What follows belongs to an exercise in optimizing a design on an open flow for small area and a short achievable clock period; a production flow would make more cautious choices. The RTL was checked by simulation tests, not by an equivalence proof against the original design. Power is estimated from default activity; no workload was simulated.

==> flow/design.v (excerpt) <==
module singleCpu (
    input  logic                          CLK,
    input  logic                          rst,
    input  logic                          imemWe,
    input  logic [cpuPkg::IMEM_ADDR_W-1:0] imemAddr,
    input  logic [cpuPkg::XLEN-1:0]        imemWdata,
    output logic [cpuPkg::XLEN-1:0]        pc,
    output logic [cpuPkg::XLEN-1:0]        inst,
    output logic                          wbEn,
    output logic [cpuPkg::REG_ADDR_W-1:0]  wbReg,
    output logic [cpuPkg::XLEN-1:0]        wbData
);
    logic [63:0][31:0] imem;
    logic [63:0][31:0] dmem;
    logic [31:1][31:0] regs;
    logic [31:1] pcR;       
    logic [31:0] instR;     
    logic        a31R;      
    logic [31:0] shInR;     
    logic [31:0] bR;        
    logic [31:0] pR;        
    logic [31:0] gR;        
    logic        cinR;      
    logic        b31R;      
    logic [4:0]  shamtR;    
    logic [6:0]  selR;      
    logic        loadR;     
    logic        takenR;    
    logic [63:0] dSelR;     
    logic [5:0]  seqAR;     
    logic [5:0]  brAR;      
    logic        isOp, isOpImm, isLoad, isStore, isBranch;
    logic [4:0]  rd;
    logic [2:0]  funct3;
    logic [31:0] immB;
    logic [31:0] aluOut;
    logic [31:0] dmOut;
    logic        wbOn;      
  ...
==> flow/config.mk <==
export PLATFORM = sky130hd
export DESIGN_NAME = singleCpu
export DESIGN_NICKNAME = singleCpu
export VERILOG_FILES = /design/flow/design.v
export SDC_FILE = /design/flow/constraint.sdc
export NUM_CORES = 4
export LEC_CHECK = 0
export CAP_MARGIN = 20
export CELL_PAD_IN_SITES_DETAIL_PLACEMENT = 1
export CELL_PAD_IN_SITES_GLOBAL_PLACEMENT = 2
export CORE_MARGIN = 2
export CORE_UTILIZATION = 25
export CTS_CLUSTER_DIAMETER = 80
export CTS_CLUSTER_SIZE = 20
export PLACE_DENSITY = 0.4
export SLEW_MARGIN = 20
export SYNTH_HIERARCHICAL = 1
==> flow/constraint.sdc <==
create_clock -name core_clock -period 18.0 [get_ports {CLK}]
set_input_delay 3.6000 -clock core_clock [delete_from_list [all_inputs] [get_ports {CLK}]]
set_output_delay 3.6000 -clock core_clock [all_outputs]
set_load 0.01 [all_outputs]
standard.sh (not shown) runs the stock make flow with config.mk's settings and CLKGATE_MAP_FILE= SYNTH_SCRIPT=/design/flow/synth_recipe.tcl, a recipe that flattens the netlist after the stock synthesis.
==> flow/flow/run.sh <==
#!/bin/bash
# Standard ORFS layout (standard synthesis, unchanged SDC), with timing
# repair aimed well below the clock period, plain buffers on the ports and
# global routing that leaves more room on met1/met2.
set -euo pipefail
bash standard.sh \
  SETUP_SLACK_MARGIN=10 \
  "BUFFER_PORTS_ARGS=-buffer_cell sky130_fd_sc_hd__buf_4" \
  FASTROUTE_TCL="$PWD/flow/fastroute.tcl" \
  finish > flow_standard.log 2>&1
==> flow/flow/fastroute.tcl <==
# Global routing: keep more of met1/met2 free for pin access and local
# wiring, so more of the long routes go to met3/met4.
set_global_routing_layer_adjustment met1 0.6
set_global_routing_layer_adjustment met2 0.35
set_global_routing_layer_adjustment met3-$::env(MAX_ROUTING_LAYER) 0.2

set_routing_layers -clock $::env(MIN_CLK_ROUTING_LAYER)-$::env(MAX_ROUTING_LAYER)
set_routing_layers -signal $::env(MIN_ROUTING_LAYER)-$::env(MAX_ROUTING_LAYER)
The starting point produced a clean layout.
Then changed:
--- a/flow/flow/run.sh
+++ b/flow/flow/run.sh
@@ -6,3 +6,3 @@
 bash standard.sh \
-  SETUP_SLACK_MARGIN=10 \
+  SETUP_SLACK_MARGIN=10.3 \
   "BUFFER_PORTS_ARGS=-buffer_cell sky130_fd_sc_hd__buf_4" \
- CORE_UTILIZATION: 25 -> 30
- CTS_CLUSTER_DIAMETER: 80 -> 90
- CTS_CLUSTER_SIZE: 20 -> 26
- PLACE_DENSITY: 0.4 -> 0.45
Global-route usage climbs by 5.6 points; non-clock buffer count climbs by 75; power drops by 5.6%; design area drops by about 1.4%; clock-buffer cell count drops by 108; worst setup slack improved by 270 ps; routed wire length drops by about 4%.
Then changed:
--- a/flow/flow/run.sh
+++ b/flow/flow/run.sh
@@ -6,3 +6,3 @@
 bash standard.sh \
-  SETUP_SLACK_MARGIN=10.3 \
+  SETUP_SLACK_MARGIN=9.8 \
   "BUFFER_PORTS_ARGS=-buffer_cell sky130_fd_sc_hd__buf_4" \
- CORE_UTILIZATION: 30 -> 25
- CTS_CLUSTER_DIAMETER: 90 -> 80
- CTS_CLUSTER_SIZE: 26 -> 20
- PLACE_DENSITY: 0.45 -> 0.4
The changed run produced a clean layout.
Wire length increases by 3.0%.
Setup slack is worse by 320 ps.
Via count decreases by 0.97%.
Worst hold slack is better by 31 ps.
Clock skew decreases by 3.9 ps.
Synthesized cell count does not change.
Die area increases by 20%.
Non-clock buffer count decreases by 169.
Clock power increases by about 20%.
Cell count increases by about 8%.
Critical path depth increases by 5.

afterwards: timing with drivers on the ports:
Ports are ideal in the flow. The routed layouts listed here were re-timed in OpenROAD.
Step 1, drivers: a clkbuf_16 drives CLK and a buf_2 each remaining input, both assumed.
Step 2, shift: input delay + t, output delay - t, t = (earliest + latest rising clock arrival at the registers) / 2. This alone moves slack from input paths to output paths.
Slacks: ideal ports / drivers / drivers and shift; pairs: ideal ports / drivers.
run	t (ns)	setup slack, ns	slew at the worst register clock pin (ns)	worst slew at a driven data input, ns	pins driven straight from the clock port
the first run	1.238	9.867 / 9.785 / 8.782	0.09 / 0.09	0.41	1
the second run	1.208	10.136 / 9.808 / 8.907	0.12 / 0.12	0.69	1
the third run	1.255	9.811 / 9.716 / 8.742	0.09 / 0.09	0.45	1
After both steps every run listed still meets setup and hold. For the second run, which loses most, drivers alone change the setup slack by -0.328 ns; drivers and shift together by -1.229 ns.
